What follows belongs to an exercise in optimizing a design on an open flow for small area, a short achievable clock period and few clock cycles per item; a production flow would make more cautious choices. The RTL was checked by simulation tests, not by an equivalence proof against the original design. Power figures rest on the tool's default switching activity, not on a simulated workload.

===== flow/flow/run.sh =====
#!/bin/bash
# Own flow: the standard layout (standard.sh, unchanged synthesis), with
# two changes: every input and output port still gets its own buffer, but a
# plain sky130_fd_sc_hd__buf_1 rather than the delay cell buffer_ports picks
# by itself; and clock tree synthesis adds no dummy loads. standard.sh's
# output goes to standard.log; each ORFS step keeps its own log under
# orfs/logs/.
set -euo pipefail
bash standard.sh "BUFFER_PORTS_ARGS=-buffer_cell sky130_fd_sc_hd__buf_1" \
  "CTS_ARGS=-sink_clustering_enable -repair_clock_nets -dont_use_dummy_load" \
  finish > standard.log 2>&1

===== flow/standard.sh =====
#!/bin/bash
# synth_recipe.tcl (not shown) runs the flow's synth.tcl, then flattens the netlist and writes it again
# the make line also repeats each setting of config.mk as NAME=value (left out here)
make -C /OpenROAD-flow-scripts/flow DESIGN_CONFIG=/design/flow/config.mk WORK_HOME=/design/flow/orfs CLKGATE_MAP_FILE= SYNTH_SCRIPT=/design/flow/synth_recipe.tcl "${@:-finish}"

===== flow/config.mk =====
export PLATFORM = sky130hd
export DESIGN_NAME = radix_string_to_integer_unit
export DESIGN_NICKNAME = radix_string_to_integer_unit
export VERILOG_FILES = /design/flow/design.v
export SDC_FILE = /design/flow/constraint.sdc
export NUM_CORES = 4
export LEC_CHECK = 0
export CAP_MARGIN = 20
export CORE_MARGIN = 2
export CORE_UTILIZATION = 60
export PLACE_DENSITY = 0.75
export SETUP_SLACK_MARGIN = 2.2
export SLEW_MARGIN = 20

===== flow/constraint.sdc =====
create_clock -name core_clock -period 6.5 [get_ports {i_clk}]
set_input_delay 1.3000 -clock core_clock [delete_from_list [all_inputs] [get_ports {i_clk}]]
set_output_delay 1.3000 -clock core_clock [all_outputs]
set_load 0.01 [all_outputs]

===== flow/design.v =====
package rsti_pkg;
    localparam int MAX_DIGITS = 16;
    localparam int IDX_W      = 4;
    localparam int CNT_W      = 5;
    localparam int VAL_W      = 64;
    localparam int LO_W       = 32;
    localparam int Q_DEPTH    = 2;
    localparam int Q_PTR_W    = 1;
    localparam int Q_CNT_W    = 2;
    localparam logic [7:0] CH_MINUS = 8'h2D;
    localparam logic [7:0] CH_PLUS  = 8'h2B;
    localparam logic [7:0] CH_SPACE = 8'h20;
    localparam logic [7:0] CH_LF    = 8'h0A;
    localparam logic [7:0] CH_TAB   = 8'h09;
    localparam logic [7:0] CH_CR    = 8'h0D;
    localparam logic [7:0] CH_VT    = 8'h0B;
    localparam logic [7:0] CH_FF    = 8'h0C;
    localparam logic [7:0] CH_NUL   = 8'h00;
    localparam logic [1:0] REG_RADIX       = 2'd0;
    localparam logic [1:0] REG_DIGIT_COUNT = 2'd1;
    localparam logic [1:0] REG_DIGITS_LOW  = 2'd2;
    localparam logic [1:0] REG_DIGITS_HIGH = 2'd3;
    localparam logic [4:0]  RST_RADIX       = 5'd10;
    localparam logic [4:0]  RST_DIGIT_COUNT = 5'd10;
    localparam logic [63:0] RST_DIGITS_LOW  = 64'h3736_3534_3332_3130;
    localparam logic [63:0] RST_DIGITS_HIGH = 64'h0000_0000_0000_3938;
    typedef enum logic [1:0] {
        PH_WS   = 2'd0,
        PH_SIGN = 2'd1,
        PH_DIG  = 2'd2,
        PH_DONE = 2'd3
    } t_phase;
    typedef struct packed {
        logic             first;
        logic             space;
        logic             minus;
        logic             plus;
        logic             hit;
        logic [3:0]       idx;
    } t_tok;
    function automatic logic [7:0] booth(input logic [4:0] r);
        logic one0, two0, neg0, one1, two1, neg1, one2, two2;
        one0 = r[0];
        two0 = r[1] && !r[0];
        neg0 = r[1];
        one1 = r[1] ^ r[2];
        two1 = (r[3:1] == 3'b011) || (r[3:1] == 3'b100);
        neg1 = r[3] && !(r[2] && r[1]);
        one2 = r[3] ^ r[4];
        two2 = r[3] && r[4];
        booth = {two2, one2, neg1, two1, one1, neg0, two0, one0};
    endfunction
endpackage
module rsti_front (
    input  logic                        i_clk,
    input  logic                        i_rst_n,
    input  logic                        i_valid,
    output logic                        o_ready,
    input  logic [7:0]                  i_ch,
    input  logic                        i_first,
    input  logic [rsti_pkg::CNT_W-1:0]  i_digit_count,
    input  logic [2*rsti_pkg::VAL_W-1:0] i_alphabet,
    output logic                        o_qvalid,
    output rsti_pkg::t_tok              o_qtok,
    input  logic                        i_qpop
);
    rsti_pkg::t_tok                     w_tok;
    rsti_pkg::t_tok                     r_tok;
    logic                               r_tvalid;
    logic [7:0]                         w_entry;
    logic                               w_big;
    logic                               w_nul;
    always_comb begin
        w_big       = i_digit_count[4];
        w_nul       = (i_ch == rsti_pkg::CH_NUL);
        w_tok.first = i_first;
        w_tok.space = (i_ch == rsti_pkg::CH_SPACE) || (i_ch == rsti_pkg::CH_LF) ||
                      (i_ch == rsti_pkg::CH_TAB) || (i_ch == rsti_pkg::CH_CR) ||
                      (i_ch == rsti_pkg::CH_VT) || (i_ch == rsti_pkg::CH_FF);
        w_tok.minus = (i_ch == rsti_pkg::CH_MINUS);
        w_tok.plus  = (i_ch == rsti_pkg::CH_PLUS);
        w_tok.hit   = 1'b0;
        w_tok.idx   = '0;
        w_entry     = '0;
        for (int k = rsti_pkg::MAX_DIGITS - 1; k >= 0; k--) begin
            w_entry = i_alphabet[8*k +: 8];
            if ((w_big || (4'(k) < i_digit_count[3:0])) && !w_nul && (w_entry == i_ch)) begin
                w_tok.hit = 1'b1;
                w_tok.idx = rsti_pkg::IDX_W'(k);
            end
        end
    end
    assign o_ready  = i_qpop;
    assign o_qvalid = r_tvalid;
    assign o_qtok   = r_tok;
    always_ff @(posedge i_clk) begin
        if (i_qpop) begin
            r_tok <= w_tok;
        end
    end
    always_ff @(posedge i_clk) begin
        if (!i_rst_n) begin
            r_tvalid <= 1'b0;
        end else if (i_qpop) begin
            r_tvalid <= i_valid;
        end
    end
endmodule
module rsti_back (
    input  logic                          i_clk,
    input  logic                          i_rst_n,
    input  logic                          i_qvalid,
    input  rsti_pkg::t_tok                i_qtok,
    output logic                          o_qpop,
    input  logic [7:0]                    i_booth,
    input  logic [4:0]                    i_rm1,
    output logic                          o_valid,
    input  logic                          i_ready,
    output logic signed [rsti_pkg::VAL_W-1:0] o_value
);
    localparam int LO_W = rsti_pkg::LO_W;
    localparam int HI_W = rsti_pkg::VAL_W - LO_W;
    rsti_pkg::t_phase               r_phase;
    rsti_pkg::t_phase               n_phase;
    rsti_pkg::t_phase               w_ph;
    logic                           r_par;
    logic                           n_par;
    logic                           w_par;
    logic [LO_W-1:0]                r_lo;
    logic [HI_W-1:0]                r_hi;
    logic [LO_W-1:0]                w_lo_mac;
    logic                           w_lo_c;
    logic [4:0]                     w_lo_ca;
    logic [4:0]                     w_lo_cb;
    logic [4:0]                     w_carry;
    logic [HI_W-1:0]                w_hi_mac;
    logic [5:0]                     w_f;
    logic [LO_W-1:0]                w_lo_ld;
    logic [HI_W-1:0]                w_hi_ld;
    logic [4:0]                     r_ca;
    logic [4:0]                     r_cb;
    logic                           r_c;
    logic                           r_hmac;
    logic                           r_oval;
    logic                           w_run;
    logic                           w_pop;
    logic                           w_pre;
    logic                           w_emit;
    logic                           w_dig;
    logic                           w_rz;
    logic                           w_mac;
    logic                           w_load;
    logic                           w_lo_load;
    logic                           w_lo_step;
    logic                           w_lo_keep;
    logic                           w_hi_step;
    logic                           w_hi_keep;
    logic [LO_W-1:0]                w_lo_next;
    logic [HI_W-1:0]                w_hi_next;
    assign w_run   = !r_oval || i_ready;
    assign w_pop   = i_qvalid && w_run;
    assign o_qpop  = w_run;
    assign o_valid = r_oval;
    assign o_value = {r_hi, r_lo} ^ {rsti_pkg::VAL_W{r_par}};
    always_comb begin
        w_ph   = i_qtok.first ? rsti_pkg::PH_WS : r_phase;
        w_par  = i_qtok.first ? 1'b0 : r_par;
        w_pre  = (w_ph == rsti_pkg::PH_WS) || (w_ph == rsti_pkg::PH_SIGN);
        w_emit = 1'b0;
        w_dig  = 1'b0;
        n_phase = w_ph;
        n_par   = w_par;
        if (w_ph == rsti_pkg::PH_DONE) begin
            n_phase = rsti_pkg::PH_DONE;
        end else if ((w_ph == rsti_pkg::PH_WS) && i_qtok.space) begin
            n_phase = rsti_pkg::PH_WS;
        end else if (w_pre && i_qtok.minus) begin
            n_phase = rsti_pkg::PH_SIGN;
            n_par   = ~w_par;
        end else if (w_pre && i_qtok.plus) begin
            n_phase = rsti_pkg::PH_SIGN;
        end else if (i_qtok.hit) begin
            w_dig   = 1'b1;
            n_phase = rsti_pkg::PH_DIG;
        end else begin
            w_emit  = 1'b1;
            n_phase = rsti_pkg::PH_DONE;
        end
    end
    always_comb begin
        w_rz    = !(i_booth[0] || i_booth[1] || i_booth[3] || i_booth[4] ||
                    i_booth[6] || i_booth[7]);
        w_mac   = w_dig && !i_qtok.first && !w_rz;
        w_load  = i_qtok.first || (w_pre && i_qtok.minus) || (w_dig && w_rz);
        w_f     = 6'(i_qtok.idx) + (r_par ? 6'(i_rm1) : 6'd0);
        if (w_dig) begin
            w_lo_ld = w_par ? {{(LO_W-4){i_qtok.idx == '0}}, i_qtok.idx - 4'd1}
                            : LO_W'(i_qtok.idx);
            w_hi_ld = {HI_W{w_par && (i_qtok.idx == '0)}};
        end else begin
            w_lo_ld = {LO_W{n_par}};
            w_hi_ld = {HI_W{n_par}};
        end
    end
    rsti_mac_lo u_mac_lo (
        .i_v (r_lo),
        .i_b (i_booth),
        .i_f (w_f),
        .o_y (w_lo_mac),
        .o_c (w_lo_c),
        .o_ca (w_lo_ca),
        .o_cb (w_lo_cb)
    );
    assign w_carry = r_ca + r_cb + 5'(r_c);
    rsti_mac_hi u_mac_hi (
        .i_v (r_hi),
        .i_b (i_booth),
        .i_c (w_carry),
        .o_y (w_hi_mac)
    );
    always_comb begin
        w_lo_load = w_pop && w_load;
        w_lo_step = w_pop && w_mac;
        w_lo_keep = !(w_lo_load || w_lo_step);
        w_hi_step = r_hmac && !w_lo_load;
        w_hi_keep = !(w_lo_load || w_hi_step);
        w_lo_next = ({LO_W{w_lo_load}} & w_lo_ld) | ({LO_W{w_lo_step}} & w_lo_mac) |
                    ({LO_W{w_lo_keep}} & r_lo);
        w_hi_next = ({HI_W{w_lo_load}} & w_hi_ld) | ({HI_W{w_hi_step}} & w_hi_mac) |
                    ({HI_W{w_hi_keep}} & r_hi);
    end
    always_ff @(posedge i_clk) begin
        r_lo <= w_lo_next;
        r_hi <= w_hi_next;
        r_ca <= w_lo_ca;
        r_cb <= w_lo_cb;
        r_c  <= w_lo_c;
    end
    always_ff @(posedge i_clk) begin
        if (!i_rst_n) begin
            r_phase <= rsti_pkg::PH_DONE;
            r_par   <= 1'b0;
            r_oval  <= 1'b0;
            r_hmac  <= 1'b0;
        end else begin
            if (w_pop && w_emit) begin
                r_oval <= 1'b1;
            end else if (i_ready) begin
                r_oval <= 1'b0;
            end
            if (w_pop) begin
                r_phase <= n_phase;
                r_par   <= n_par;
            end
            r_hmac <= w_pop && w_mac;
        end
    end
endmodule
module rsti_mac_lo (
    input  logic [31:0] i_v,
    input  logic [7:0] i_b,
    input  logic [5:0] i_f,
    output logic [31:0] o_y,
    output logic o_c,
    output logic [4:0] o_ca,
    output logic [4:0] o_cb
);
    logic t0;
    logic t1;
    logic t2;
    logic t3;
    logic t4;
    logic t5;
    logic t6;
    logic t7;
    logic t8;
    logic t9;
    logic t10;
    logic t11;
    logic t12;
    logic t13;
    logic t14;
    logic t15;
    logic t16;
    logic t17;
    logic t18;
    logic t19;
    logic t20;
    logic t21;
    logic t22;
    logic t23;
    logic t24;
    logic t25;
    logic t26;
    logic t27;
    logic t28;
    logic t29;
    logic t30;
    logic t31;
    logic t32;
    logic t33;
    logic t34;
    logic t35;
    logic t36;
    logic t37;
    logic t38;
    logic t39;
    logic t40;
    logic t41;
    logic t42;
    logic t43;
    logic t44;
    logic t45;
    logic t46;
    logic t47;
    logic t48;
    logic t49;
    logic t50;
    logic t51;
    logic t52;
    logic t53;
    logic t54;
    logic t55;
    logic t56;
    logic t57;
    logic t58;
    logic t59;
    logic t60;
    logic t61;
    logic t62;
    logic t63;
    logic t64;
    logic t65;
    logic t66;
    logic t67;
    logic t68;
    logic t69;
    logic t70;
    logic t71;
    logic t72;
    logic t73;
    logic t74;
    logic t75;
    logic t76;
    logic t77;
    logic t78;
    logic t79;
    logic t80;
    logic t81;
    logic t82;
    logic t83;
    logic t84;
    logic t85;
    logic t86;
    logic t87;
    logic t88;
    logic t89;
    logic t90;
    logic t91;
    logic t92;
    logic t93;
    logic t94;
    logic t95;
    logic t96;
    logic t97;
    logic t98;
    logic t99;
    logic t100;
    logic t101;
    logic t102;
    logic t103;
    logic t104;
    logic t105;
    logic t106;
    logic t107;
    logic t108;
    logic t109;
    logic t110;
    logic t111;
    logic t112;
    logic t113;
    logic t114;
    logic t115;
    logic t116;
    logic t117;
    logic t118;
    logic t119;
    logic t120;
    logic t121;
    logic t122;
    logic t123;
    logic t124;
    logic t125;
    logic t126;
    logic t127;
    logic t128;
    logic t129;
    logic t130;
    logic t131;
    logic t132;
    logic t133;
    logic t134;
    logic t135;
    logic t136;
    logic t137;
    logic t138;
    logic t139;
    logic t140;
    logic t141;
    logic t142;
    logic t143;
    logic t144;
    logic t145;
    logic t146;
    logic t147;
    logic t148;
    logic t149;
    logic t150;
    logic t151;
    logic t152;
    logic t153;
    logic t154;
    logic t155;
    logic t156;
    logic t157;
    logic t158;
    logic t159;
    logic t160;
    logic t161;
    logic t162;
    logic t163;
    logic t164;
    logic t165;
    logic t166;
    logic t167;
    logic t168;
    logic t169;
    logic t170;
    logic t171;
    logic t172;
    logic t173;
    logic t174;
    logic t175;
    logic t176;
    logic t177;
    logic t178;
    logic t179;
    logic t180;
    logic t181;
    logic t182;
    logic t183;
    logic t184;
    logic t185;
    logic t186;
    logic t187;
    logic t188;
    logic t189;
    logic t190;
    logic t191;
    logic t192;
    logic t193;
    logic t194;
    logic t195;
    logic t196;
    logic t197;
    logic t198;
    logic t199;
    logic t200;
    logic t201;
    logic t202;
    logic t203;
    logic t204;
    logic t205;
    logic t206;
    logic t207;
    logic t208;
    logic t209;
    logic t210;
    logic t211;
    logic t212;
    logic t213;
    logic t214;
    logic t215;
    logic t216;
    logic t217;
    logic t218;
    logic t219;
    logic t220;
    logic t221;
    logic t222;
    logic t223;
    logic t224;
    logic t225;
    logic t226;
    logic t227;
    logic t228;
    logic t229;
    logic t230;
    logic t231;
    logic t232;
    logic t233;
    logic t234;
    logic t235;
    logic t236;
    logic t237;
    logic t238;
    logic t239;
    logic t240;
    logic t241;
    logic t242;
    assign t0 = ((i_b[0] & i_v[0])) ^ i_b[2];
    assign t1 = ((i_b[0] & i_v[1]) | (i_b[1] & i_v[0])) ^ i_b[2];
    assign t2 = ((i_b[0] & i_v[2]) | (i_b[1] & i_v[1])) ^ i_b[2];
    assign t3 = ((i_b[0] & i_v[3]) | (i_b[1] & i_v[2])) ^ i_b[2];
    assign t4 = ((i_b[0] & i_v[4]) | (i_b[1] & i_v[3])) ^ i_b[2];
    assign t5 = ((i_b[0] & i_v[5]) | (i_b[1] & i_v[4])) ^ i_b[2];
    assign t6 = ((i_b[0] & i_v[6]) | (i_b[1] & i_v[5])) ^ i_b[2];
    assign t7 = ((i_b[0] & i_v[7]) | (i_b[1] & i_v[6])) ^ i_b[2];
    assign t8 = ((i_b[0] & i_v[8]) | (i_b[1] & i_v[7])) ^ i_b[2];
    assign t9 = ((i_b[0] & i_v[9]) | (i_b[1] & i_v[8])) ^ i_b[2];
    assign t10 = ((i_b[0] & i_v[10]) | (i_b[1] & i_v[9])) ^ i_b[2];
    assign t11 = ((i_b[0] & i_v[11]) | (i_b[1] & i_v[10])) ^ i_b[2];
    assign t12 = ((i_b[0] & i_v[12]) | (i_b[1] & i_v[11])) ^ i_b[2];
    assign t13 = ((i_b[0] & i_v[13]) | (i_b[1] & i_v[12])) ^ i_b[2];
    assign t14 = ((i_b[0] & i_v[14]) | (i_b[1] & i_v[13])) ^ i_b[2];
    assign t15 = ((i_b[0] & i_v[15]) | (i_b[1] & i_v[14])) ^ i_b[2];
    assign t16 = ((i_b[0] & i_v[16]) | (i_b[1] & i_v[15])) ^ i_b[2];
    assign t17 = ((i_b[0] & i_v[17]) | (i_b[1] & i_v[16])) ^ i_b[2];
    assign t18 = ((i_b[0] & i_v[18]) | (i_b[1] & i_v[17])) ^ i_b[2];
    assign t19 = ((i_b[0] & i_v[19]) | (i_b[1] & i_v[18])) ^ i_b[2];
    assign t20 = ((i_b[0] & i_v[20]) | (i_b[1] & i_v[19])) ^ i_b[2];
    assign t21 = ((i_b[0] & i_v[21]) | (i_b[1] & i_v[20])) ^ i_b[2];
    assign t22 = ((i_b[0] & i_v[22]) | (i_b[1] & i_v[21])) ^ i_b[2];
    assign t23 = ((i_b[0] & i_v[23]) | (i_b[1] & i_v[22])) ^ i_b[2];
    assign t24 = ((i_b[0] & i_v[24]) | (i_b[1] & i_v[23])) ^ i_b[2];
    assign t25 = ((i_b[0] & i_v[25]) | (i_b[1] & i_v[24])) ^ i_b[2];
    assign t26 = ((i_b[0] & i_v[26]) | (i_b[1] & i_v[25])) ^ i_b[2];
    assign t27 = ((i_b[0] & i_v[27]) | (i_b[1] & i_v[26])) ^ i_b[2];
    assign t28 = ((i_b[0] & i_v[28]) | (i_b[1] & i_v[27])) ^ i_b[2];
    assign t29 = ((i_b[0] & i_v[29]) | (i_b[1] & i_v[28])) ^ i_b[2];
    assign t30 = ((i_b[0] & i_v[30]) | (i_b[1] & i_v[29])) ^ i_b[2];
    assign t31 = ((i_b[0] & i_v[31]) | (i_b[1] & i_v[30])) ^ i_b[2];
    assign t32 = ((i_b[1] & i_v[31])) ^ i_b[2];
    assign t33 = ((i_b[3] & i_v[0])) ^ i_b[5];
    assign t34 = ((i_b[3] & i_v[1]) | (i_b[4] & i_v[0])) ^ i_b[5];
    assign t35 = ((i_b[3] & i_v[2]) | (i_b[4] & i_v[1])) ^ i_b[5];
    assign t36 = ((i_b[3] & i_v[3]) | (i_b[4] & i_v[2])) ^ i_b[5];
    assign t37 = ((i_b[3] & i_v[4]) | (i_b[4] & i_v[3])) ^ i_b[5];
    assign t38 = ((i_b[3] & i_v[5]) | (i_b[4] & i_v[4])) ^ i_b[5];
    assign t39 = ((i_b[3] & i_v[6]) | (i_b[4] & i_v[5])) ^ i_b[5];
    assign t40 = ((i_b[3] & i_v[7]) | (i_b[4] & i_v[6])) ^ i_b[5];
    assign t41 = ((i_b[3] & i_v[8]) | (i_b[4] & i_v[7])) ^ i_b[5];
    assign t42 = ((i_b[3] & i_v[9]) | (i_b[4] & i_v[8])) ^ i_b[5];
    assign t43 = ((i_b[3] & i_v[10]) | (i_b[4] & i_v[9])) ^ i_b[5];
    assign t44 = ((i_b[3] & i_v[11]) | (i_b[4] & i_v[10])) ^ i_b[5];
    assign t45 = ((i_b[3] & i_v[12]) | (i_b[4] & i_v[11])) ^ i_b[5];
    assign t46 = ((i_b[3] & i_v[13]) | (i_b[4] & i_v[12])) ^ i_b[5];
    assign t47 = ((i_b[3] & i_v[14]) | (i_b[4] & i_v[13])) ^ i_b[5];
    assign t48 = ((i_b[3] & i_v[15]) | (i_b[4] & i_v[14])) ^ i_b[5];
    assign t49 = ((i_b[3] & i_v[16]) | (i_b[4] & i_v[15])) ^ i_b[5];
    assign t50 = ((i_b[3] & i_v[17]) | (i_b[4] & i_v[16])) ^ i_b[5];
    assign t51 = ((i_b[3] & i_v[18]) | (i_b[4] & i_v[17])) ^ i_b[5];
    assign t52 = ((i_b[3] & i_v[19]) | (i_b[4] & i_v[18])) ^ i_b[5];
    assign t53 = ((i_b[3] & i_v[20]) | (i_b[4] & i_v[19])) ^ i_b[5];
    assign t54 = ((i_b[3] & i_v[21]) | (i_b[4] & i_v[20])) ^ i_b[5];
    assign t55 = ((i_b[3] & i_v[22]) | (i_b[4] & i_v[21])) ^ i_b[5];
    assign t56 = ((i_b[3] & i_v[23]) | (i_b[4] & i_v[22])) ^ i_b[5];
    assign t57 = ((i_b[3] & i_v[24]) | (i_b[4] & i_v[23])) ^ i_b[5];
    assign t58 = ((i_b[3] & i_v[25]) | (i_b[4] & i_v[24])) ^ i_b[5];
    assign t59 = ((i_b[3] & i_v[26]) | (i_b[4] & i_v[25])) ^ i_b[5];
    assign t60 = ((i_b[3] & i_v[27]) | (i_b[4] & i_v[26])) ^ i_b[5];
    assign t61 = ((i_b[3] & i_v[28]) | (i_b[4] & i_v[27])) ^ i_b[5];
    assign t62 = ((i_b[3] & i_v[29]) | (i_b[4] & i_v[28])) ^ i_b[5];
    assign t63 = ((i_b[3] & i_v[30]) | (i_b[4] & i_v[29])) ^ i_b[5];
    assign t64 = ((i_b[3] & i_v[31]) | (i_b[4] & i_v[30])) ^ i_b[5];
    assign t65 = ((i_b[4] & i_v[31])) ^ i_b[5];
    assign t66 = (i_b[6] & i_v[0]);
    assign t67 = (i_b[6] & i_v[1]) | (i_b[7] & i_v[0]);
    assign t68 = (i_b[6] & i_v[2]) | (i_b[7] & i_v[1]);
    assign t69 = (i_b[6] & i_v[3]) | (i_b[7] & i_v[2]);
    assign t70 = (i_b[6] & i_v[4]) | (i_b[7] & i_v[3]);
    assign t71 = (i_b[6] & i_v[5]) | (i_b[7] & i_v[4]);
    assign t72 = (i_b[6] & i_v[6]) | (i_b[7] & i_v[5]);
    assign t73 = (i_b[6] & i_v[7]) | (i_b[7] & i_v[6]);
    assign t74 = (i_b[6] & i_v[8]) | (i_b[7] & i_v[7]);
    assign t75 = (i_b[6] & i_v[9]) | (i_b[7] & i_v[8]);
    assign t76 = (i_b[6] & i_v[10]) | (i_b[7] & i_v[9]);
    assign t77 = (i_b[6] & i_v[11]) | (i_b[7] & i_v[10]);
    assign t78 = (i_b[6] & i_v[12]) | (i_b[7] & i_v[11]);
    assign t79 = (i_b[6] & i_v[13]) | (i_b[7] & i_v[12]);
    assign t80 = (i_b[6] & i_v[14]) | (i_b[7] & i_v[13]);
    assign t81 = (i_b[6] & i_v[15]) | (i_b[7] & i_v[14]);
    assign t82 = (i_b[6] & i_v[16]) | (i_b[7] & i_v[15]);
    assign t83 = (i_b[6] & i_v[17]) | (i_b[7] & i_v[16]);
    assign t84 = (i_b[6] & i_v[18]) | (i_b[7] & i_v[17]);
    assign t85 = (i_b[6] & i_v[19]) | (i_b[7] & i_v[18]);
    assign t86 = (i_b[6] & i_v[20]) | (i_b[7] & i_v[19]);
    assign t87 = (i_b[6] & i_v[21]) | (i_b[7] & i_v[20]);
    assign t88 = (i_b[6] & i_v[22]) | (i_b[7] & i_v[21]);
    assign t89 = (i_b[6] & i_v[23]) | (i_b[7] & i_v[22]);
    assign t90 = (i_b[6] & i_v[24]) | (i_b[7] & i_v[23]);
    assign t91 = (i_b[6] & i_v[25]) | (i_b[7] & i_v[24]);
    assign t92 = (i_b[6] & i_v[26]) | (i_b[7] & i_v[25]);
    assign t93 = (i_b[6] & i_v[27]) | (i_b[7] & i_v[26]);
    assign t94 = (i_b[6] & i_v[28]) | (i_b[7] & i_v[27]);
    assign t95 = (i_b[6] & i_v[29]) | (i_b[7] & i_v[28]);
    assign t96 = (i_b[6] & i_v[30]) | (i_b[7] & i_v[29]);
    assign t97 = (i_b[6] & i_v[31]) | (i_b[7] & i_v[30]);
    assign t98 = (i_b[7] & i_v[31]);
    assign t99 = t2 ^ t33;
    assign t100 = t2 & t33;
    assign t101 = t3 ^ t34;
    assign t102 = t3 & t34;
    assign t103 = t4 ^ t35 ^ t66;
    assign t104 = (t4 & t35) | (t4 & t66) | (t35 & t66);
    assign t105 = t5 ^ t36 ^ t67;
    assign t106 = (t5 & t36) | (t5 & t67) | (t36 & t67);
    assign t107 = t6 ^ t37;
    assign t108 = t6 & t37;
    assign t109 = t7 ^ t38;
    assign t110 = t7 & t38;
    assign t111 = t8 ^ t39;
    assign t112 = t8 & t39;
    assign t113 = t9 ^ t40;
    assign t114 = t9 & t40;
    assign t115 = t10 ^ t41;
    assign t116 = t10 & t41;
    assign t117 = t11 ^ t42;
    assign t118 = t11 & t42;
    assign t119 = t12 ^ t43;
    assign t120 = t12 & t43;
    assign t121 = t13 ^ t44;
    assign t122 = t13 & t44;
    assign t123 = t14 ^ t45;
    assign t124 = t14 & t45;
    assign t125 = t15 ^ t46;
    assign t126 = t15 & t46;
    assign t127 = t16 ^ t47;
    assign t128 = t16 & t47;
    assign t129 = t17 ^ t48;
    assign t130 = t17 & t48;
    assign t131 = t18 ^ t49;
    assign t132 = t18 & t49;
    assign t133 = t19 ^ t50;
    assign t134 = t19 & t50;
    assign t135 = t20 ^ t51;
    assign t136 = t20 & t51;
    assign t137 = t21 ^ t52;
    assign t138 = t21 & t52;
    assign t139 = t22 ^ t53;
    assign t140 = t22 & t53;
    assign t141 = t23 ^ t54;
    assign t142 = t23 & t54;
    assign t143 = t24 ^ t55;
    assign t144 = t24 & t55;
    assign t145 = t25 ^ t56;
    assign t146 = t25 & t56;
    assign t147 = t26 ^ t57;
    assign t148 = t26 & t57;
    assign t149 = t27 ^ t58;
    assign t150 = t27 & t58;
    assign t151 = t28 ^ t59;
    assign t152 = t28 & t59;
    assign t153 = t29 ^ t60;
    assign t154 = t29 & t60;
    assign t155 = t30 ^ t61;
    assign t156 = t30 & t61;
    assign t157 = t31 ^ t62;
    assign t158 = t31 & t62;
    assign t159 = t32 ^ t63;
    assign t160 = t32 & t63;
    assign t161 = i_b[2] ^ t64;
    assign t162 = i_b[2] & t64;
    assign t163 = i_b[2] ^ t65;
    assign t164 = i_b[2] & t65;
    assign t165 = i_b[2] ^ i_b[5];
    assign t166 = i_b[2] & i_b[5];
    assign t167 = i_b[2] ^ i_b[5];
    assign t168 = i_b[2] & i_b[5];
    assign t169 = t0 ^ i_b[2];
    assign t170 = t0 & i_b[2];
    assign t171 = t1 ^ i_f[1];
    assign t172 = t1 & i_f[1];
    assign t173 = t99 ^ i_b[5] ^ i_f[2];
    assign t174 = (t99 & i_b[5]) | (t99 & i_f[2]) | (i_b[5] & i_f[2]);
    assign t175 = t100 ^ t101 ^ i_f[3];
    assign t176 = (t100 & t101) | (t100 & i_f[3]) | (t101 & i_f[3]);
    assign t177 = t102 ^ t103 ^ i_f[4];
    assign t178 = (t102 & t103) | (t102 & i_f[4]) | (t103 & i_f[4]);
    assign t179 = t104 ^ t105 ^ i_f[5];
    assign t180 = (t104 & t105) | (t104 & i_f[5]) | (t105 & i_f[5]);
    assign t181 = t106 ^ t107 ^ t68;
    assign t182 = (t106 & t107) | (t106 & t68) | (t107 & t68);
    assign t183 = t108 ^ t109 ^ t69;
    assign t184 = (t108 & t109) | (t108 & t69) | (t109 & t69);
    assign t185 = t110 ^ t111 ^ t70;
    assign t186 = (t110 & t111) | (t110 & t70) | (t111 & t70);
    assign t187 = t112 ^ t113 ^ t71;
    assign t188 = (t112 & t113) | (t112 & t71) | (t113 & t71);
    assign t189 = t114 ^ t115 ^ t72;
    assign t190 = (t114 & t115) | (t114 & t72) | (t115 & t72);
    assign t191 = t116 ^ t117 ^ t73;
    assign t192 = (t116 & t117) | (t116 & t73) | (t117 & t73);
    assign t193 = t118 ^ t119 ^ t74;
    assign t194 = (t118 & t119) | (t118 & t74) | (t119 & t74);
    assign t195 = t120 ^ t121 ^ t75;
    assign t196 = (t120 & t121) | (t120 & t75) | (t121 & t75);
    assign t197 = t122 ^ t123 ^ t76;
    assign t198 = (t122 & t123) | (t122 & t76) | (t123 & t76);
    assign t199 = t124 ^ t125 ^ t77;
    assign t200 = (t124 & t125) | (t124 & t77) | (t125 & t77);
    assign t201 = t126 ^ t127 ^ t78;
    assign t202 = (t126 & t127) | (t126 & t78) | (t127 & t78);
    assign t203 = t128 ^ t129 ^ t79;
    assign t204 = (t128 & t129) | (t128 & t79) | (t129 & t79);
    assign t205 = t130 ^ t131 ^ t80;
    assign t206 = (t130 & t131) | (t130 & t80) | (t131 & t80);
    assign t207 = t132 ^ t133 ^ t81;
    assign t208 = (t132 & t133) | (t132 & t81) | (t133 & t81);
    assign t209 = t134 ^ t135 ^ t82;
    assign t210 = (t134 & t135) | (t134 & t82) | (t135 & t82);
    assign t211 = t136 ^ t137 ^ t83;
    assign t212 = (t136 & t137) | (t136 & t83) | (t137 & t83);
    assign t213 = t138 ^ t139 ^ t84;
    assign t214 = (t138 & t139) | (t138 & t84) | (t139 & t84);
    assign t215 = t140 ^ t141 ^ t85;
    assign t216 = (t140 & t141) | (t140 & t85) | (t141 & t85);
    assign t217 = t142 ^ t143 ^ t86;
    assign t218 = (t142 & t143) | (t142 & t86) | (t143 & t86);
    assign t219 = t144 ^ t145 ^ t87;
    assign t220 = (t144 & t145) | (t144 & t87) | (t145 & t87);
    assign t221 = t146 ^ t147 ^ t88;
    assign t222 = (t146 & t147) | (t146 & t88) | (t147 & t88);
    assign t223 = t148 ^ t149 ^ t89;
    assign t224 = (t148 & t149) | (t148 & t89) | (t149 & t89);
    assign t225 = t150 ^ t151 ^ t90;
    assign t226 = (t150 & t151) | (t150 & t90) | (t151 & t90);
    assign t227 = t152 ^ t153 ^ t91;
    assign t228 = (t152 & t153) | (t152 & t91) | (t153 & t91);
    assign t229 = t154 ^ t155 ^ t92;
    assign t230 = (t154 & t155) | (t154 & t92) | (t155 & t92);
    assign t231 = t156 ^ t157 ^ t93;
    assign t232 = (t156 & t157) | (t156 & t93) | (t157 & t93);
    assign t233 = t158 ^ t159 ^ t94;
    assign t234 = (t158 & t159) | (t158 & t94) | (t159 & t94);
    assign t235 = t160 ^ t161 ^ t95;
    assign t236 = (t160 & t161) | (t160 & t95) | (t161 & t95);
    assign t237 = t162 ^ t163 ^ t96;
    assign t238 = (t162 & t163) | (t162 & t96) | (t163 & t96);
    assign t239 = t164 ^ t165 ^ t97;
    assign t240 = (t164 & t165) | (t164 & t97) | (t165 & t97);
    assign t241 = t166 ^ t167 ^ t98;
    assign t242 = (t166 & t167) | (t166 & t98) | (t167 & t98);
    assign {o_c, o_y} = {1'b0, t230, t228, t226, t224, t222, t220, t218, t216, t214, t212, t210, t208, t206, t204, t202, t200, t198, t196, t194, t192, t190, t188, t186, t184, t182, t180, t178, t176, t174, t172, t170, t169} + {1'b0, t231, t229, t227, t225, t223, t221, t219, t217, t215, t213, t211, t209, t207, t205, t203, t201, t199, t197, t195, t193, t191, t189, t187, t185, t183, t181, t179, t177, t175, t173, t171, i_f[0]};
    assign o_ca = {t240, t238, t236, t234, t232};
    assign o_cb = {t241, t239, t237, t235, t233};
endmodule
module rsti_mac_hi (
    input  logic [31:0] i_v,
    input  logic [7:0] i_b,
    input  logic [4:0] i_c,
    output logic [31:0] o_y
);
    logic t0;
    logic t1;
    logic t2;
    logic t3;
    logic t4;
    logic t5;
    logic t6;
    logic t7;
    logic t8;
    logic t9;
    logic t10;
    logic t11;
    logic t12;
    logic t13;
    logic t14;
    logic t15;
    logic t16;
    logic t17;
    logic t18;
    logic t19;
    logic t20;
    logic t21;
    logic t22;
    logic t23;
    logic t24;
    logic t25;
    logic t26;
    logic t27;
    logic t28;
    logic t29;
    logic t30;
    logic t31;
    logic t32;
    logic t33;
    logic t34;
    logic t35;
    logic t36;
    logic t37;
    logic t38;
    logic t39;
    logic t40;
    logic t41;
    logic t42;
    logic t43;
    logic t44;
    logic t45;
    logic t46;
    logic t47;
    logic t48;
    logic t49;
    logic t50;
    logic t51;
    logic t52;
    logic t53;
    logic t54;
    logic t55;
    logic t56;
    logic t57;
    logic t58;
    logic t59;
    logic t60;
    logic t61;
    logic t62;
    logic t63;
    logic t64;
    logic t65;
    logic t66;
    logic t67;
    logic t68;
    logic t69;
    logic t70;
    logic t71;
    logic t72;
    logic t73;
    logic t74;
    logic t75;
    logic t76;
    logic t77;
    logic t78;
    logic t79;
    logic t80;
    logic t81;
    logic t82;
    logic t83;
    logic t84;
    logic t85;
    logic t86;
    logic t87;
    logic t88;
    logic t89;
    logic t90;
    logic t91;
    logic t92;
    logic t93;
    logic t94;
    logic t95;
    logic t96;
    logic t97;
    logic t98;
    logic t99;
    logic t100;
    logic t101;
    logic t102;
    logic t103;
    logic t104;
    logic t105;
    logic t106;
    logic t107;
    logic t108;
    logic t109;
    logic t110;
    logic t111;
    logic t112;
    logic t113;
    logic t114;
    logic t115;
    logic t116;
    logic t117;
    logic t118;
    logic t119;
    logic t120;
    logic t121;
    logic t122;
    logic t123;
    logic t124;
    logic t125;
    logic t126;
    logic t127;
    logic t128;
    logic t129;
    logic t130;
    logic t131;
    logic t132;
    logic t133;
    logic t134;
    logic t135;
    logic t136;
    logic t137;
    logic t138;
    logic t139;
    logic t140;
    logic t141;
    logic t142;
    logic t143;
    logic t144;
    logic t145;
    logic t146;
    logic t147;
    logic t148;
    logic t149;
    logic t150;
    logic t151;
    logic t152;
    logic t153;
    logic t154;
    logic t155;
    logic t156;
    logic t157;
    logic t158;
    logic t159;
    logic t160;
    logic t161;
    logic t162;
    logic t163;
    logic t164;
    logic t165;
    logic t166;
    logic t167;
    logic t168;
    logic t169;
    logic t170;
    logic t171;
    logic t172;
    logic t173;
    logic t174;
    logic t175;
    logic t176;
    logic t177;
    logic t178;
    logic t179;
    logic t180;
    logic t181;
    logic t182;
    logic t183;
    logic t184;
    logic t185;
    logic t186;
    logic t187;
    logic t188;
    logic t189;
    logic t190;
    logic t191;
    logic t192;
    logic t193;
    logic t194;
    logic t195;
    logic t196;
    logic t197;
    logic t198;
    logic t199;
    logic t200;
    logic t201;
    logic t202;
    logic t203;
    logic t204;
    logic t205;
    logic t206;
    logic t207;
    logic t208;
    logic t209;
    logic t210;
    logic t211;
    logic t212;
    logic t213;
    assign t0 = ((i_b[0] & i_v[0])) ^ i_b[2];
    assign t1 = ((i_b[0] & i_v[1]) | (i_b[1] & i_v[0])) ^ i_b[2];
    assign t2 = ((i_b[0] & i_v[2]) | (i_b[1] & i_v[1])) ^ i_b[2];
    assign t3 = ((i_b[0] & i_v[3]) | (i_b[1] & i_v[2])) ^ i_b[2];
    assign t4 = ((i_b[0] & i_v[4]) | (i_b[1] & i_v[3])) ^ i_b[2];
    assign t5 = ((i_b[0] & i_v[5]) | (i_b[1] & i_v[4])) ^ i_b[2];
    assign t6 = ((i_b[0] & i_v[6]) | (i_b[1] & i_v[5])) ^ i_b[2];
    assign t7 = ((i_b[0] & i_v[7]) | (i_b[1] & i_v[6])) ^ i_b[2];
    assign t8 = ((i_b[0] & i_v[8]) | (i_b[1] & i_v[7])) ^ i_b[2];
    assign t9 = ((i_b[0] & i_v[9]) | (i_b[1] & i_v[8])) ^ i_b[2];
    assign t10 = ((i_b[0] & i_v[10]) | (i_b[1] & i_v[9])) ^ i_b[2];
    assign t11 = ((i_b[0] & i_v[11]) | (i_b[1] & i_v[10])) ^ i_b[2];
    assign t12 = ((i_b[0] & i_v[12]) | (i_b[1] & i_v[11])) ^ i_b[2];
    assign t13 = ((i_b[0] & i_v[13]) | (i_b[1] & i_v[12])) ^ i_b[2];
    assign t14 = ((i_b[0] & i_v[14]) | (i_b[1] & i_v[13])) ^ i_b[2];
    assign t15 = ((i_b[0] & i_v[15]) | (i_b[1] & i_v[14])) ^ i_b[2];
    assign t16 = ((i_b[0] & i_v[16]) | (i_b[1] & i_v[15])) ^ i_b[2];
    assign t17 = ((i_b[0] & i_v[17]) | (i_b[1] & i_v[16])) ^ i_b[2];
    assign t18 = ((i_b[0] & i_v[18]) | (i_b[1] & i_v[17])) ^ i_b[2];
    assign t19 = ((i_b[0] & i_v[19]) | (i_b[1] & i_v[18])) ^ i_b[2];
    assign t20 = ((i_b[0] & i_v[20]) | (i_b[1] & i_v[19])) ^ i_b[2];
    assign t21 = ((i_b[0] & i_v[21]) | (i_b[1] & i_v[20])) ^ i_b[2];
    assign t22 = ((i_b[0] & i_v[22]) | (i_b[1] & i_v[21])) ^ i_b[2];
    assign t23 = ((i_b[0] & i_v[23]) | (i_b[1] & i_v[22])) ^ i_b[2];
    assign t24 = ((i_b[0] & i_v[24]) | (i_b[1] & i_v[23])) ^ i_b[2];
    assign t25 = ((i_b[0] & i_v[25]) | (i_b[1] & i_v[24])) ^ i_b[2];
    assign t26 = ((i_b[0] & i_v[26]) | (i_b[1] & i_v[25])) ^ i_b[2];
    assign t27 = ((i_b[0] & i_v[27]) | (i_b[1] & i_v[26])) ^ i_b[2];
    assign t28 = ((i_b[0] & i_v[28]) | (i_b[1] & i_v[27])) ^ i_b[2];
    assign t29 = ((i_b[0] & i_v[29]) | (i_b[1] & i_v[28])) ^ i_b[2];
    assign t30 = ((i_b[0] & i_v[30]) | (i_b[1] & i_v[29])) ^ i_b[2];
    assign t31 = ((i_b[0] & i_v[31]) | (i_b[1] & i_v[30])) ^ i_b[2];
    assign t32 = ((i_b[3] & i_v[0])) ^ i_b[5];
    assign t33 = ((i_b[3] & i_v[1]) | (i_b[4] & i_v[0])) ^ i_b[5];
    assign t34 = ((i_b[3] & i_v[2]) | (i_b[4] & i_v[1])) ^ i_b[5];
    assign t35 = ((i_b[3] & i_v[3]) | (i_b[4] & i_v[2])) ^ i_b[5];
    assign t36 = ((i_b[3] & i_v[4]) | (i_b[4] & i_v[3])) ^ i_b[5];
    assign t37 = ((i_b[3] & i_v[5]) | (i_b[4] & i_v[4])) ^ i_b[5];
    assign t38 = ((i_b[3] & i_v[6]) | (i_b[4] & i_v[5])) ^ i_b[5];
    assign t39 = ((i_b[3] & i_v[7]) | (i_b[4] & i_v[6])) ^ i_b[5];
    assign t40 = ((i_b[3] & i_v[8]) | (i_b[4] & i_v[7])) ^ i_b[5];
    assign t41 = ((i_b[3] & i_v[9]) | (i_b[4] & i_v[8])) ^ i_b[5];
    assign t42 = ((i_b[3] & i_v[10]) | (i_b[4] & i_v[9])) ^ i_b[5];
    assign t43 = ((i_b[3] & i_v[11]) | (i_b[4] & i_v[10])) ^ i_b[5];
    assign t44 = ((i_b[3] & i_v[12]) | (i_b[4] & i_v[11])) ^ i_b[5];
    assign t45 = ((i_b[3] & i_v[13]) | (i_b[4] & i_v[12])) ^ i_b[5];
    assign t46 = ((i_b[3] & i_v[14]) | (i_b[4] & i_v[13])) ^ i_b[5];
    assign t47 = ((i_b[3] & i_v[15]) | (i_b[4] & i_v[14])) ^ i_b[5];
    assign t48 = ((i_b[3] & i_v[16]) | (i_b[4] & i_v[15])) ^ i_b[5];
    assign t49 = ((i_b[3] & i_v[17]) | (i_b[4] & i_v[16])) ^ i_b[5];
    assign t50 = ((i_b[3] & i_v[18]) | (i_b[4] & i_v[17])) ^ i_b[5];
    assign t51 = ((i_b[3] & i_v[19]) | (i_b[4] & i_v[18])) ^ i_b[5];
    assign t52 = ((i_b[3] & i_v[20]) | (i_b[4] & i_v[19])) ^ i_b[5];
    assign t53 = ((i_b[3] & i_v[21]) | (i_b[4] & i_v[20])) ^ i_b[5];
    assign t54 = ((i_b[3] & i_v[22]) | (i_b[4] & i_v[21])) ^ i_b[5];
    assign t55 = ((i_b[3] & i_v[23]) | (i_b[4] & i_v[22])) ^ i_b[5];
    assign t56 = ((i_b[3] & i_v[24]) | (i_b[4] & i_v[23])) ^ i_b[5];
    assign t57 = ((i_b[3] & i_v[25]) | (i_b[4] & i_v[24])) ^ i_b[5];
    assign t58 = ((i_b[3] & i_v[26]) | (i_b[4] & i_v[25])) ^ i_b[5];
    assign t59 = ((i_b[3] & i_v[27]) | (i_b[4] & i_v[26])) ^ i_b[5];
    assign t60 = ((i_b[3] & i_v[28]) | (i_b[4] & i_v[27])) ^ i_b[5];
    assign t61 = ((i_b[3] & i_v[29]) | (i_b[4] & i_v[28])) ^ i_b[5];
    assign t62 = (i_b[6] & i_v[0]);
    assign t63 = (i_b[6] & i_v[1]) | (i_b[7] & i_v[0]);
    assign t64 = (i_b[6] & i_v[2]) | (i_b[7] & i_v[1]);
    assign t65 = (i_b[6] & i_v[3]) | (i_b[7] & i_v[2]);
    assign t66 = (i_b[6] & i_v[4]) | (i_b[7] & i_v[3]);
    assign t67 = (i_b[6] & i_v[5]) | (i_b[7] & i_v[4]);
    assign t68 = (i_b[6] & i_v[6]) | (i_b[7] & i_v[5]);
    assign t69 = (i_b[6] & i_v[7]) | (i_b[7] & i_v[6]);
    assign t70 = (i_b[6] & i_v[8]) | (i_b[7] & i_v[7]);
    assign t71 = (i_b[6] & i_v[9]) | (i_b[7] & i_v[8]);
    assign t72 = (i_b[6] & i_v[10]) | (i_b[7] & i_v[9]);
    assign t73 = (i_b[6] & i_v[11]) | (i_b[7] & i_v[10]);
    assign t74 = (i_b[6] & i_v[12]) | (i_b[7] & i_v[11]);
    assign t75 = (i_b[6] & i_v[13]) | (i_b[7] & i_v[12]);
    assign t76 = (i_b[6] & i_v[14]) | (i_b[7] & i_v[13]);
    assign t77 = (i_b[6] & i_v[15]) | (i_b[7] & i_v[14]);
    assign t78 = (i_b[6] & i_v[16]) | (i_b[7] & i_v[15]);
    assign t79 = (i_b[6] & i_v[17]) | (i_b[7] & i_v[16]);
    assign t80 = (i_b[6] & i_v[18]) | (i_b[7] & i_v[17]);
    assign t81 = (i_b[6] & i_v[19]) | (i_b[7] & i_v[18]);
    assign t82 = (i_b[6] & i_v[20]) | (i_b[7] & i_v[19]);
    assign t83 = (i_b[6] & i_v[21]) | (i_b[7] & i_v[20]);
    assign t84 = (i_b[6] & i_v[22]) | (i_b[7] & i_v[21]);
    assign t85 = (i_b[6] & i_v[23]) | (i_b[7] & i_v[22]);
    assign t86 = (i_b[6] & i_v[24]) | (i_b[7] & i_v[23]);
    assign t87 = (i_b[6] & i_v[25]) | (i_b[7] & i_v[24]);
    assign t88 = (i_b[6] & i_v[26]) | (i_b[7] & i_v[25]);
    assign t89 = (i_b[6] & i_v[27]) | (i_b[7] & i_v[26]);
    assign t90 = t2 ^ t32;
    assign t91 = t2 & t32;
    assign t92 = t3 ^ t33;
    assign t93 = t3 & t33;
    assign t94 = t4 ^ t34 ^ t62;
    assign t95 = (t4 & t34) | (t4 & t62) | (t34 & t62);
    assign t96 = t5 ^ t35;
    assign t97 = t5 & t35;
    assign t98 = t6 ^ t36;
    assign t99 = t6 & t36;
    assign t100 = t7 ^ t37;
    assign t101 = t7 & t37;
    assign t102 = t8 ^ t38;
    assign t103 = t8 & t38;
    assign t104 = t9 ^ t39;
    assign t105 = t9 & t39;
    assign t106 = t10 ^ t40;
    assign t107 = t10 & t40;
    assign t108 = t11 ^ t41;
    assign t109 = t11 & t41;
    assign t110 = t12 ^ t42;
    assign t111 = t12 & t42;
    assign t112 = t13 ^ t43;
    assign t113 = t13 & t43;
    assign t114 = t14 ^ t44;
    assign t115 = t14 & t44;
    assign t116 = t15 ^ t45;
    assign t117 = t15 & t45;
    assign t118 = t16 ^ t46;
    assign t119 = t16 & t46;
    assign t120 = t17 ^ t47;
    assign t121 = t17 & t47;
    assign t122 = t18 ^ t48;
    assign t123 = t18 & t48;
    assign t124 = t19 ^ t49;
    assign t125 = t19 & t49;
    assign t126 = t20 ^ t50;
    assign t127 = t20 & t50;
    assign t128 = t21 ^ t51;
    assign t129 = t21 & t51;
    assign t130 = t22 ^ t52;
    assign t131 = t22 & t52;
    assign t132 = t23 ^ t53;
    assign t133 = t23 & t53;
    assign t134 = t24 ^ t54;
    assign t135 = t24 & t54;
    assign t136 = t25 ^ t55;
    assign t137 = t25 & t55;
    assign t138 = t26 ^ t56;
    assign t139 = t26 & t56;
    assign t140 = t27 ^ t57;
    assign t141 = t27 & t57;
    assign t142 = t28 ^ t58;
    assign t143 = t28 & t58;
    assign t144 = t29 ^ t59;
    assign t145 = t29 & t59;
    assign t146 = t30 ^ t60;
    assign t147 = t30 & t60;
    assign t148 = t31 ^ t61;
    assign t149 = t31 & t61;
    assign t150 = t0 ^ i_b[2];
    assign t151 = t0 & i_b[2];
    assign t152 = t1 ^ i_c[1];
    assign t153 = t1 & i_c[1];
    assign t154 = t90 ^ i_b[5] ^ i_c[2];
    assign t155 = (t90 & i_b[5]) | (t90 & i_c[2]) | (i_b[5] & i_c[2]);
    assign t156 = t91 ^ t92 ^ i_c[3];
    assign t157 = (t91 & t92) | (t91 & i_c[3]) | (t92 & i_c[3]);
    assign t158 = t93 ^ t94 ^ i_c[4];
    assign t159 = (t93 & t94) | (t93 & i_c[4]) | (t94 & i_c[4]);
    assign t160 = t95 ^ t96 ^ t63;
    assign t161 = (t95 & t96) | (t95 & t63) | (t96 & t63);
    assign t162 = t97 ^ t98 ^ t64;
    assign t163 = (t97 & t98) | (t97 & t64) | (t98 & t64);
    assign t164 = t99 ^ t100 ^ t65;
    assign t165 = (t99 & t100) | (t99 & t65) | (t100 & t65);
    assign t166 = t101 ^ t102 ^ t66;
    assign t167 = (t101 & t102) | (t101 & t66) | (t102 & t66);
    assign t168 = t103 ^ t104 ^ t67;
    assign t169 = (t103 & t104) | (t103 & t67) | (t104 & t67);
    assign t170 = t105 ^ t106 ^ t68;
    assign t171 = (t105 & t106) | (t105 & t68) | (t106 & t68);
    assign t172 = t107 ^ t108 ^ t69;
    assign t173 = (t107 & t108) | (t107 & t69) | (t108 & t69);
    assign t174 = t109 ^ t110 ^ t70;
    assign t175 = (t109 & t110) | (t109 & t70) | (t110 & t70);
    assign t176 = t111 ^ t112 ^ t71;
    assign t177 = (t111 & t112) | (t111 & t71) | (t112 & t71);
    assign t178 = t113 ^ t114 ^ t72;
    assign t179 = (t113 & t114) | (t113 & t72) | (t114 & t72);
    assign t180 = t115 ^ t116 ^ t73;
    assign t181 = (t115 & t116) | (t115 & t73) | (t116 & t73);
    assign t182 = t117 ^ t118 ^ t74;
    assign t183 = (t117 & t118) | (t117 & t74) | (t118 & t74);
    assign t184 = t119 ^ t120 ^ t75;
    assign t185 = (t119 & t120) | (t119 & t75) | (t120 & t75);
    assign t186 = t121 ^ t122 ^ t76;
    assign t187 = (t121 & t122) | (t121 & t76) | (t122 & t76);
    assign t188 = t123 ^ t124 ^ t77;
    assign t189 = (t123 & t124) | (t123 & t77) | (t124 & t77);
    assign t190 = t125 ^ t126 ^ t78;
    assign t191 = (t125 & t126) | (t125 & t78) | (t126 & t78);
    assign t192 = t127 ^ t128 ^ t79;
    assign t193 = (t127 & t128) | (t127 & t79) | (t128 & t79);
    assign t194 = t129 ^ t130 ^ t80;
    assign t195 = (t129 & t130) | (t129 & t80) | (t130 & t80);
    assign t196 = t131 ^ t132 ^ t81;
    assign t197 = (t131 & t132) | (t131 & t81) | (t132 & t81);
    assign t198 = t133 ^ t134 ^ t82;
    assign t199 = (t133 & t134) | (t133 & t82) | (t134 & t82);
    assign t200 = t135 ^ t136 ^ t83;
    assign t201 = (t135 & t136) | (t135 & t83) | (t136 & t83);
    assign t202 = t137 ^ t138 ^ t84;
    assign t203 = (t137 & t138) | (t137 & t84) | (t138 & t84);
    assign t204 = t139 ^ t140 ^ t85;
    assign t205 = (t139 & t140) | (t139 & t85) | (t140 & t85);
    assign t206 = t141 ^ t142 ^ t86;
    assign t207 = (t141 & t142) | (t141 & t86) | (t142 & t86);
    assign t208 = t143 ^ t144 ^ t87;
    assign t209 = (t143 & t144) | (t143 & t87) | (t144 & t87);
    assign t210 = t145 ^ t146 ^ t88;
    assign t211 = (t145 & t146) | (t145 & t88) | (t146 & t88);
    assign t212 = t147 ^ t148 ^ t89;
    assign t213 = (t147 & t148) | (t147 & t89) | (t148 & t89);
    assign o_y = {t211, t209, t207, t205, t203, t201, t199, t197, t195, t193, t191, t189, t187, t185, t183, t181, t179, t177, t175, t173, t171, t169, t167, t165, t163, t161, t159, t157, t155, t153, t151, t150} + {t212, t210, t208, t206, t204, t202, t200, t198, t196, t194, t192, t190, t188, t186, t184, t182, t180, t178, t176, t174, t172, t170, t168, t166, t164, t162, t160, t158, t156, t154, t152, i_c[0]};
endmodule
module radix_string_to_integer_unit (
    input  logic                              i_clk,
    input  logic                              i_rst_n,
    input  logic                              i_valid,
    output logic                              o_ready,
    input  logic [7:0]                        i_ch,
    input  logic                              i_first,
    output logic                              o_valid,
    input  logic                              i_ready,
    output logic signed [rsti_pkg::VAL_W-1:0] o_value,
    input  logic                              i_cfg_we,
    input  logic [1:0]                        i_cfg_idx,
    input  logic [rsti_pkg::VAL_W-1:0]        i_cfg_data
);
    logic [7:0]                  r_booth;
    logic [4:0]                  r_rm1;
    logic [rsti_pkg::CNT_W-1:0]  r_digit_count;
    logic [rsti_pkg::VAL_W-1:0]  r_digits_low;
    logic [rsti_pkg::VAL_W-1:0]  r_digits_high;
    logic                        w_qvalid;
    rsti_pkg::t_tok              w_qtok;
    logic                        w_qpop;
    always_ff @(posedge i_clk) begin
        if (!i_rst_n) begin
            r_booth       <= rsti_pkg::booth(rsti_pkg::RST_RADIX);
            r_rm1         <= rsti_pkg::RST_RADIX - 5'd1;
            r_digit_count <= rsti_pkg::RST_DIGIT_COUNT;
            r_digits_low  <= rsti_pkg::RST_DIGITS_LOW;
            r_digits_high <= rsti_pkg::RST_DIGITS_HIGH;
        end else if (i_cfg_we) begin
            case (i_cfg_idx)
                rsti_pkg::REG_RADIX: begin
                    r_booth <= rsti_pkg::booth(i_cfg_data[4:0]);
                    r_rm1   <= i_cfg_data[4:0] - 5'd1;
                end
                rsti_pkg::REG_DIGIT_COUNT: r_digit_count <= i_cfg_data[4:0];
                rsti_pkg::REG_DIGITS_LOW:  r_digits_low  <= i_cfg_data;
                rsti_pkg::REG_DIGITS_HIGH: r_digits_high <= i_cfg_data;
                default: begin
                end
            endcase
        end
    end
    rsti_front u_front (
        .i_clk         (i_clk),
        .i_rst_n       (i_rst_n),
        .i_valid       (i_valid),
        .o_ready       (o_ready),
        .i_ch          (i_ch),
        .i_first       (i_first),
        .i_digit_count (r_digit_count),
        .i_alphabet    ({r_digits_high, r_digits_low}),
        .o_qvalid      (w_qvalid),
        .o_qtok        (w_qtok),
        .i_qpop        (w_qpop)
    );
    rsti_back u_back (
        .i_clk    (i_clk),
        .i_rst_n  (i_rst_n),
        .i_qvalid (w_qvalid),
        .i_qtok   (w_qtok),
        .o_qpop   (w_qpop),
        .i_booth  (r_booth),
        .i_rm1    (r_rm1),
        .o_valid  (o_valid),
        .i_ready  (i_ready),
        .o_value  (o_value)
    );
endmodule

==> results.json <==
{
  "ys_ff_latch": 236,
  "tns_ps": 0,
  "clockBufferDepth": 3,
  "crit_path_end_kind": "flip-flop",
  "arrival_ps": 4680,
  "grt_pass1_wl_mm": 88.0,
  "maxSlewViolCount": 0,
  "ys.flop_type": "dfxtp_1",
  "final-setup-viol-count": 0,
  "path_common_cell": "inv_2",
  "cts-root-buf": "clkbuf_16",
  "die_y_um": 186,
  "synth_edf_count": 9,
  "grt_max_degree": 80,
  "drtIter0Drc": 1474,
  "worst_hold_path_type": "flip-flop to flip-flop",
  "yosysWarnings": 3,
  "start_util": 0.612,
  "yosys-top-cells-area": "dfxtp_1 (23%), xnor2_1 (11%), ha_1 (8.7%), fa_1 (7.0%), nand2_1 (6.5%)",
  "cp_cell_sequence": "fa_2 > inv_2 > fa_2 > inv_2 > a21o_1 > a21oi_2 > xnor2_1 > fa_1 > inv_2 > ha_4 > nand2_2 > o311a_1 > or3_4 > and4_4 > o21bai_4 > a21boi_2 > o311a_1 > o31ai_2 > a21o_1",
  "io_pins": 146,
  "syn_to_final_growth_pct": 9.69,
  "grt_overflow_total": 0,
  "drc": 0,
  "critical_path_buf_inv_count": 3,
  "cpMaxStageDelayCell": "fa_1",
  "clock.fmax_mhz": 237,
  "synth_top_area_frac": 0.228,
  "critical-path-top-delay-family": "compound AO/OA/AOI/OAI gates",
  "stdcell_area_um2": 21900,
  "drive_gt1_frac": 0.0740,
  "status": "finished clean",
  "powerDensity_nw_per_um2": 575,
  "synth_nets": 2696,
  "synthCells": 2407,
  "worst_pin_slew_ps": 1140,
  "yosysTopAreaCell": "dfxtp_1",
  "insertion_delay_ps": 590,
  "placed_area_um2": 20500,
  "multi_input_area_um2": 14400,
  "grt_pass1_vias": 17400,
  "yosysUniqueCellTypes": 72,
  "synth_area_um2": 20000,
  "cts.sinks": 236,
  "synth-seq-area-share": 0.241,
  "routedWlPerCell_um": 19.4,
  "fin_skew_ps": 78.6,
  "die-area_um2": 34800,
  "nFillCells": 2732,
  "max-vdd-ir-drop_mv": 0.344,
  "power_leakage_nw": 8.87,
  "vias": 17700,
  "regArea_um2": 4850,
  "r2r_slack_ps": 2280,
  "syn_avg_cell_area_um2": 8.30,
  "crit_path_start_kind": "flip-flop",
  "via_per_inst": 6.20,
  "clk_pin_slew_ps": 60,
  "numPortBuffers": 145,
  "place.gp.congestion": 0.906,
  "hpwl_mm": 37.1,
  "drv_cap": 0,
  "final-hold-violation-count": 0,
  "max_stage_delay_ps": 510,
  "fin_nets": 2709,
  "cts_tree": "built",
  "rsz0062_at_grt": "true",
  "crit_type": "flip-flop to flip-flop",
  "critPathRequiredTime_ps": 6960,
  "grt_usage": 0.304,
  "wl_mm": 55.5,
  "power_mw": 12.6,
  "cts_buffers": 28,
  "num_rows": 66,
  "antenna_found_initial": 1,
  "fin_crit_ps": 4220,
  "die_w_um": 186,
  "async_flop_share": 0,
  "core_area_um2": 32600,
  "drtPass1Iterations": 6,
  "crit_fanout": 3,
  "ant_nets": 0,
  "period_share": 0.649,
  "h-tree-depth": 1,
  "slew_headroom": 0.221
}
-- cell families (layout without fill, tap and decap cells) --
| group | Yosys count | in the layout | share of synthesized area |
|---|---|---|---|
| XOR/XNOR | 381 | 381 | 0.167 |
| multiplexers | 20 | 20 | 0.0101 |
| buffers and inverters | 289 | 300 | 0.0553 |
| other | 0 | 1 | 0 |
| AND/OR/NAND/NOR | 633 | 633 | 0.143 |
| AO/OA/AOI/OAI | 639 | 639 | 0.227 |
| adder cells (fa/ha/maj) | 209 | 209 | 0.157 |
| flip-flops | 236 | 236 | 0.241 |
-- per-layer routing --
metal	part of all wire	vias up	global-route usage
met5	0	-	0
met4	0.039	0	0.119
met3	0.070	134	0.0440
met2	0.48	705	0.526
met1	0.41	8525	0.383
li1	-	8375	-
-- cell type report --
cell class                      instances  share of cell area
Timing Repair Buffer                  210              0.0552
Multi-Input combinational cell       1882               0.655
Clock buffer                           28              0.0320
Antenna cell                            1            0.000114
Inverter                               62              0.0106
Sequential cell                       236               0.222
Tap cell                              442              0.0252
-- path summary, 6_finish.rpt --
check / to / startpoint / cells after the start
max reg2reg: u_back.r_hi[25] / u_back.r_ca[0] / 19
min reg2reg: r_digits_high[19] / r_digits_high[19] / 2
max: u_back.r_hi[25] / u_back.r_ca[0] / 19
min: r_digits_high[19] / r_digits_high[19] / 2
-- layout by cell type (no fill, tap or decap), types with 8 or more instances in the layout --
| master | synthesis | routed |
|---|---|---|
| nand4_1 | 20 | 20 |
| buf_1 | 46 | 144 |
| nor2b_1 | 16 | 15 |
| dfxtp_4 | 0 | 8 |
| inv_1 | 62 | 57 |
| mux2i_1 | 19 | 19 |
| a22o_1 | 55 | 55 |
| clkbuf_16 | 0 | 29 |
| nor4_1 | 15 | 14 |
| a211oi_1 | 15 | 15 |
| dfxtp_1 | 227 | 212 |
| and2_1 | 12 | 11 |
| a31oi_1 | 30 | 27 |
| ha_1 | 139 | 134 |
| o21ai_0 | 87 | 77 |
| a21oi_2 | 1 | 9 |
| buf_4 | 0 | 48 |
| a21boi_0 | 97 | 96 |
| a21oi_1 | 82 | 73 |
| fa_1 | 70 | 67 |
| nor2_1 | 68 | 66 |
| o211ai_1 | 20 | 20 |
| nand3_1 | 82 | 80 |
| edfxtp_1 | 9 | 9 |
| nor3_1 | 20 | 19 |
| nand2b_1 | 15 | 15 |
| o21a_1 | 15 | 15 |
| xor2_1 | 137 | 137 |
| xnor2_1 | 244 | 243 |
| nand2_1 | 346 | 344 |
| a22oi_1 | 126 | 125 |
| a21o_1 | 44 | 44 |
-- cell usage after synthesis, drive strengths merged (8+ instances only) --
library cell	n
o211ai	21
a21oi	83
a21o	44
nor2	68
nand4	20
nor4	15
dfxtp	227
buf	61
and2	12
xor2	137
edfxtp	9
a22o	55
a31oi	30
a21boi	98
nand2b	15
inv	62
o21a	15
a22oi	126
nor3	21
o21bai	8
a211oi	16
nand3	82
fa	70
o21ai	87
ha	139
clkbuf	166
nor2b	16
xnor2	244
mux2i	19
nand2	346
-- timing repair --
item | 4_1_cts | 5_1_grt
hold buffers | 0 | 0
endpoints found under the hold margin | 0 | 0
setup buffers | 17 | 18
gates cloned | 1 | 1
pin swaps | 4 | 32
gates resized for setup | 37 | 56
setup endpoints to repair | 39 | 30
-- flip-flops by register name, indices dropped and copies added (netlist names) --
| signal | flops |
|---|---|
| u_back.r_hmac | 1 |
| r_booth | 8 |
| u_back.r_c | 1 |
| r_rm1 | 5 |
| u_front.r_tvalid | 1 |
| r_digit_count | 5 |
| u_back.r_par | 1 |
| u_back.r_lo | 32 |
| u_back.r_cb | 5 |
| r_digits_high | 64 |
| u_back.r_hi | 32 |
| u_back.r_oval | 1 |
| u_front.r_tok | 9 |
| u_back.r_phase | 2 |
| r_digits_low | 64 |
| u_back.r_ca | 5 |
-- worst reg2reg max path, cell delays in order, from the launching register on --
cell and delay [ps]:
dfxtp_2 320, fa_2 390, inv_2 60, fa_2 200, inv_2 30, a21o_1 170, a21oi_2 130, xnor2_1 90
fa_1 510, inv_2 50, ha_4 270, nand2_2 60, o311a_1 390, or3_4 350, and4_4 220, o21bai_4 180
a21boi_2 80, o311a_1 310, o31ai_2 210, a21o_1 140
-- per-stage QoR --
step	setup WS (ps)	hold WS, ps	instances	util
floorplan	2220	447	2407	-
global placement	1640	463	2795	0.628
detailed placement	1560	470	2795	0.628
CTS	2210	478	2841	0.660
global route	2070	499	2860	0.672
finish	2280	475	2861	0.672
-- where the power goes --
group / switching, mW / total [mW] / internal [mW]
clock network: 0.579 / 1.32 / 0.745
logic: 5.14 / 9.28 / 4.14
registers: 0.366 / 2.00 / 1.63
Testbench counts, summed over its fixed seeds: cycles 18,815, items 18,783.

[what the ideal ports hide]
In the flow no input, the clock included, has a driving cell. The finished layout below was timed again as built, in two steps.
Step 1: set_driving_cell puts a clkbuf_16 on i_clk and a buf_2 on each other input, an assumption about the parent block.
Step 2 also shifts input and output timing later by t, the mid clock arrival at the registers, as if the neighbouring blocks saw the same clock.
a / b / c = ideal / step 1 / step 2; a / b = the first two.
t, ns: 0.599
setup WS [ns]: 2.280 / 2.280 / 2.230
worst setup path at the end: input to register
After both steps setup and hold are still met in this run. For this run, drivers alone change the setup slack by 0.000 ns; drivers and shift together by -0.050 ns.
